Context: an optimization exercise on an open-source flow, tuned for small area. The choices shown serve that exercise and are no tape-out recipe. The RTL was checked by simulation tests, not by an equivalence proof against the original design. Power and IR drop assume default switching activity.

==> flow/design.v <==
`timescale 1ns/10ps
module issue_stage
(
  input  logic        clk,
  input  logic        rst,              
  input  logic        stall_i,
  input  logic        decode_en_i,
  input  logic [1:0]  decode_fu_sel_i,
  input  logic [2:0]  decode_op_sel_i,
  input  logic [3:0]  decode_alu_op_i,
  input  logic [4:0]  decode_rd_i,
  input  logic [4:0]  decode_rs1_i,
  input  logic [4:0]  decode_rs2_i,
  input  logic [31:0] decode_imm_i,
  input  logic [31:0] decode_pc_i,
  input  logic [3:0]  rob_tag_i,
  input  logic        rob_rs1_valid_i,
  input  logic [31:0] rob_rs1_value_i,
  input  logic        rob_rs2_valid_i,
  input  logic [31:0] rob_rs2_value_i,
  input  logic        cdb_valid_i,
  input  logic [3:0]  cdb_tag_i,
  input  logic [31:0] cdb_value_i,
  input  logic        commit_en_i,
  input  logic [4:0]  commit_rd_i,
  input  logic [3:0]  commit_tag_i,
  input  logic [31:0] commit_value_i,
  output logic        disp_alu_en_o,
  output logic        disp_ldst_en_o,
  output logic        disp_br_en_o,
  output logic        disp_br_comp_o,
  output logic [3:0]  disp_alu_op_o,
  output logic [31:0] disp_op1_value_o,
  output logic        disp_op1_rdy_o,
  output logic [3:0]  disp_op1_q_o,
  output logic [31:0] disp_op2_value_o,
  output logic        disp_op2_rdy_o,
  output logic [3:0]  disp_op2_q_o,
  output logic [31:0] disp_offset_o,
  output logic [31:0] disp_pc_o,
  output logic [3:0]  disp_tag_o,
  output logic        alloc_en_o,
  output logic [4:0]  alloc_dest_o,
  output logic        alloc_valid_o,
  output logic [31:0] alloc_value_o,
  output logic [3:0]  alloc_tag_o,
  output logic [3:0]  rob_rs1_tag_o,
  output logic [3:0]  rob_rs2_tag_o
);
  logic [31:0] rf   [1:31];  
  logic [3:0]  tags [1:31];
  logic [31:1] busy;
  logic [31:1] dec1, dec2, decc, decr;
  logic        alloc_ok;
  dec5   u_dec1 (.a(decode_rs1_i), .y(dec1));
  dec5   u_dec2 (.a(decode_rs2_i), .y(dec2));
  dec5en u_decc (.en(commit_en_i), .a(commit_rd_i), .y(decc));
  dec5en u_decr (.en(alloc_ok),    .a(decode_rd_i), .y(decr));
  logic [31:0] rf1, rf2;
  logic [3:0]  tag1, tag2, tagc;
  logic        busy1, busy2;
  logic [30:0] busy_col;
  for (genvar i = 1; i < 32; i++)
    assign busy_col[i-1] = busy[i];
  onehot_rd u_busy1 (.s(dec1), .d(busy_col), .y(busy1));
  onehot_rd u_busy2 (.s(dec2), .d(busy_col), .y(busy2));
  for (genvar b = 0; b < 4; b++)
  begin : g_tag_rd
    logic [30:0] col;
    for (genvar i = 1; i < 32; i++)
      assign col[i-1] = tags[i][b];
    onehot_rd u_rd1 (.s(dec1), .d(col), .y(tag1[b]));
    onehot_rd u_rd2 (.s(dec2), .d(col), .y(tag2[b]));
    onehot_rd u_rdc (.s(decc), .d(col), .y(tagc[b]));
  end
  for (genvar b = 0; b < 32; b++)
  begin : g_rf_rd
    logic [30:0] col;
    for (genvar i = 1; i < 32; i++)
      assign col[i-1] = rf[i][b];
    onehot_rd u_rd1 (.s(dec1), .d(col), .y(rf1[b]));
    onehot_rd u_rd2 (.s(dec2), .d(col), .y(rf2[b]));
  end
  assign rob_rs1_tag_o = tag1;
  assign rob_rs2_tag_o = tag2;
  logic fire, is_alu, is_ldst, is_br, use_rs2, use_pc1, alloc, off_en;
  logic [3:0] next_tag;
  assign fire     = decode_en_i && !stall_i;
  assign is_alu   = decode_fu_sel_i == 2'd1;
  assign is_ldst  = decode_fu_sel_i == 2'd2;
  assign is_br    = decode_fu_sel_i == 2'd3;
  assign use_rs2  = ((is_alu || is_ldst) && decode_op_sel_i[0]) || (is_br && decode_op_sel_i[1]);
  assign use_pc1  = is_br && !decode_op_sel_i[0] && !decode_op_sel_i[1];
  assign alloc    = !(is_ldst && decode_op_sel_i[0]) && !(is_br && decode_op_sel_i[1]);
  assign alloc_ok = fire && alloc && (decode_rd_i != 5'd0);
  assign off_en   = !decode_fu_sel_i[0] || decode_op_sel_i[1];  
  assign next_tag = rob_tag_i + {3'd0, alloc_en_o};
  logic [31:0] alloc_value;
  assign alloc_value   = ({32{!disp_br_comp_o}} & disp_pc_o)
                       + (disp_offset_o | {29'd0, disp_br_en_o, 2'd0});
  assign alloc_value_o = alloc_value;
  assign alloc_valid_o = !(disp_alu_en_o || disp_ldst_en_o);
  assign alloc_tag_o   = disp_tag_o;
  logic        byp1, byp2, cdb1, cdb2, rdy1, rdy2;
  logic [31:0] val1, val2;
  assign byp1 = alloc_en_o && (alloc_dest_o == decode_rs1_i);
  assign byp2 = alloc_en_o && (alloc_dest_o == decode_rs2_i);
  assign cdb1 = cdb_valid_i && (cdb_tag_i == tag1);
  assign cdb2 = cdb_valid_i && (cdb_tag_i == tag2);
  logic [4:0] s1, s2;
  assign s1[0] = use_pc1;
  assign s1[1] = !use_pc1 && byp1;
  assign s1[2] = !use_pc1 && !byp1 && !busy1;
  assign s1[3] = !use_pc1 && !byp1 && busy1 && rob_rs1_valid_i;
  assign s1[4] = !use_pc1 && !byp1 && busy1 && !rob_rs1_valid_i;
  assign s2[0] = !use_rs2;
  assign s2[1] = use_rs2 && byp2;
  assign s2[2] = use_rs2 && !byp2 && !busy2;
  assign s2[3] = use_rs2 && !byp2 && busy2 && rob_rs2_valid_i;
  assign s2[4] = use_rs2 && !byp2 && busy2 && !rob_rs2_valid_i;
  for (genvar b = 0; b < 32; b++)
  begin : g_opsel
    opsel u_op1 (.s(s1), .d({cdb_value_i[b], rob_rs1_value_i[b], rf1[b], alloc_value[b], decode_pc_i[b]}),  .y(val1[b]));
    opsel u_op2 (.s(s2), .d({cdb_value_i[b], rob_rs2_value_i[b], rf2[b], alloc_value[b], decode_imm_i[b]}), .y(val2[b]));
  end
  assign rdy1 = byp1 ? alloc_valid_o : (!busy1 || rob_rs1_valid_i || cdb1);
  assign rdy2 = byp2 ? alloc_valid_o : (!busy2 || rob_rs2_valid_i || cdb2);
  always_ff @(posedge clk)
  begin
    if (!rst)
    begin
      disp_alu_en_o  <= 1'b0;
      disp_ldst_en_o <= 1'b0;
      disp_br_en_o   <= 1'b0;
      alloc_en_o     <= 1'b0;
    end
    else
    begin
      disp_alu_en_o  <= fire && is_alu;
      disp_ldst_en_o <= fire && is_ldst;
      disp_br_en_o   <= fire && is_br;
      alloc_en_o     <= alloc_ok;
    end
  end
  always_ff @(posedge clk)
  begin
    disp_br_comp_o   <= decode_op_sel_i[1] || (decode_fu_sel_i == 2'd0 && !decode_op_sel_i[0]);
    disp_alu_op_o    <= decode_alu_op_i;
    disp_op1_value_o <= val1;
    disp_op1_rdy_o   <= use_pc1 || rdy1;
    disp_op1_q_o     <= byp1 ? disp_tag_o : tag1;
    disp_op2_value_o <= val2;
    disp_op2_rdy_o   <= !use_rs2 || rdy2;
    disp_op2_q_o     <= byp2 ? disp_tag_o : tag2;
    disp_offset_o    <= {32{off_en}} & decode_imm_i;
    disp_pc_o        <= decode_pc_i;
    disp_tag_o       <= next_tag;
    alloc_dest_o     <= decode_rd_i;
  end
  logic [31:0] rf_d;
  logic [3:0]  tag_d;
  assign rf_d  = {32{rst}} & commit_value_i;
  assign tag_d = {4{rst}}  & next_tag;
  for (genvar i = 1; i < 32; i++)
  begin : g_reg
    logic we, ren, clr;
    assign we  = decc[i];
    assign ren = decr[i];
    assign clr = we && (tagc == commit_tag_i);
    always_ff @(posedge clk)
      if (we || !rst)
        rf[i] <= rf_d;
    always_ff @(posedge clk)
      if (ren || !rst)
        tags[i] <= tag_d;
    always_ff @(posedge clk)
      if (!rst)
        busy[i] <= 1'b0;
      else if (ren || clr)
        busy[i] <= ren;
  end
endmodule
module onehot_rd
(
  input  logic [30:0] s,
  input  logic [30:0] d,
  output logic        y
);
  logic [10:0] t;
  logic [2:0]  u;
  for (genvar k = 0; k < 10; k++)
  begin : g_aoi
    aoi222 i_aoi (.a1(s[3*k]), .a2(d[3*k]), .b1(s[3*k+1]), .b2(d[3*k+1]),
                  .c1(s[3*k+2]), .c2(d[3*k+2]), .y(t[k]));
  end
  assign t[10] = ~(s[30] & d[30]);
  nand4x i_n0 (.a(t[0]), .b(t[1]), .c(t[2]),  .d(t[3]), .y(u[0]));
  nand4x i_n1 (.a(t[4]), .b(t[5]), .c(t[6]),  .d(t[7]), .y(u[1]));
  nand3x i_n2 (.a(t[8]), .b(t[9]), .c(t[10]), .y(u[2]));
  assign y = |u;
endmodule
module aoi222
(
  input  logic a1, a2, b1, b2, c1, c2,
  output logic y
);
  assign y = ~((a1 & a2) | (b1 & b2) | (c1 & c2));
endmodule
module nand4x
(
  input  logic a, b, c, d,
  output logic y
);
  assign y = ~(a & b & c & d);
endmodule
module nand3x
(
  input  logic a, b, c,
  output logic y
);
  assign y = ~(a & b & c);
endmodule
module dec5
(
  input  logic [4:0]  a,
  output logic [31:1] y
);
  for (genvar i = 1; i < 32; i++)
    assign y[i] = (a == 5'(i));
endmodule
module dec5en
(
  input  logic        en,
  input  logic [4:0]  a,
  output logic [31:1] y
);
  for (genvar i = 1; i < 32; i++)
    assign y[i] = en && (a == 5'(i));
endmodule
module opsel
(
  input  logic [4:0] s,
  input  logic [4:0] d,
  output logic       y
);
  assign y = |(s & d);
endmodule
Settings: LEC_CHECK=0, CAP_MARGIN=20, CORE_MARGIN=2, CORE_UTILIZATION=50, SETUP_SLACK_MARGIN=0.15, SLEW_MARGIN=20, SYNTH_HIERARCHICAL=1; clock period 5.0 ns.
standard.sh (not shown) runs the stock make flow with config.mk's settings and CLKGATE_MAP_FILE= SYNTH_SCRIPT=/design/flow/synth_recipe.tcl, a recipe that flattens the netlist after the stock synthesis.
==> flow/flow/run.sh <==
#!/bin/bash
# The standard layout, with two changes:
# - the port buffers are buf_1 cells instead of the buffer_ports default
# - clock tree synthesis adds no dummy loads and clusters up to 25 sinks within 70 um and builds from clkbuf_16
set -euo pipefail
cd "$(dirname "${BASH_SOURCE[0]}")/.."
bash standard.sh \
  BUFFER_PORTS_ARGS="-buffer_cell sky130_fd_sc_hd__buf_1" \
  CTS_ARGS="-sink_clustering_enable -repair_clock_nets -dont_use_dummy_load -sink_clustering_size 25 -sink_clustering_max_diameter 70 -buf_list {sky130_fd_sc_hd__clkbuf_16}" \
  finish > flow_make.log 2>&1
Then changed:
--- a/flow/design.v
+++ b/flow/design.v
@@ -54,6 +54,9 @@
   logic        alloc_ok;
   dec5   u_dec1 (.a(decode_rs1_i), .y(dec1));
   dec5   u_dec2 (.a(decode_rs2_i), .y(dec2));
+  logic [31:1] dec1t, dec2t;
+  dec5   u_dec1t (.a(decode_rs1_i), .y(dec1t));
+  dec5   u_dec2t (.a(decode_rs2_i), .y(dec2t));
   dec5en u_decc (.en(commit_en_i), .a(commit_rd_i), .y(decc));
   dec5en u_decr (.en(alloc_ok),    .a(decode_rd_i), .y(decr));
   logic [31:0] rf1, rf2;
@@ -62,15 +65,15 @@
   logic [30:0] busy_col;
   for (genvar i = 1; i < 32; i++)
     assign busy_col[i-1] = busy[i];
-  onehot_rd u_busy1 (.s(dec1), .d(busy_col), .y(busy1));
-  onehot_rd u_busy2 (.s(dec2), .d(busy_col), .y(busy2));
+  onehot_rd u_busy1 (.s(dec1t), .d(busy_col), .y(busy1));
+  onehot_rd u_busy2 (.s(dec2t), .d(busy_col), .y(busy2));
   for (genvar b = 0; b < 4; b++)
   begin : g_tag_rd
     logic [30:0] col;
     for (genvar i = 1; i < 32; i++)
       assign col[i-1] = tags[i][b];
-    onehot_rd u_rd1 (.s(dec1), .d(col), .y(tag1[b]));
-    onehot_rd u_rd2 (.s(dec2), .d(col), .y(tag2[b]));
+    onehot_rd u_rd1 (.s(dec1t), .d(col), .y(tag1[b]));
+    onehot_rd u_rd2 (.s(dec2t), .d(col), .y(tag2[b]));
     onehot_rd u_rdc (.s(decc), .d(col), .y(tagc[b]));
   end
   for (genvar b = 0; b < 32; b++)
After rerunning: Setup slack is better by 120 ps; critical path depth rises by 3; utilization hardly moves; power decreases by 0.98%; cell area rose by 0.46%; via count grows by 0.76%; maximum frequency came out higher by 2.6%; sequential share of layout area shrinks by 0.28 points.

==> re-timing with driven ports <==
No port has a modelled driver above. Below, the same layouts with a new extraction and two added sets of constraints.
Step 1 assumes that a clkbuf_16 drives the clock port and a buf_2 every other input.
Step 2, shift: input delay + t, output delay - t, t = (earliest + latest rising clock arrival at the registers) / 2. This alone moves slack from input paths to output paths.
Three values: ideal, step 1, step 2; two values: the first two.
run | t, ns | setup slack, ns | hold slack, ns | worst data-port slew with drivers (ns)
the first run | 0.748 | 0.075 / 0.003 / 0.003 | 0.416 / 0.361 / 0.539 | 0.12
the second run | 0.736 | 0.198 / 0.124 / 0.250 | 0.402 / 0.350 / 0.528 | 0.11
After both steps setup and hold are still met in every run listed. The setup slack of the first run, which loses most, moves by -0.072 ns with the drivers and by -0.072 ns with both steps.
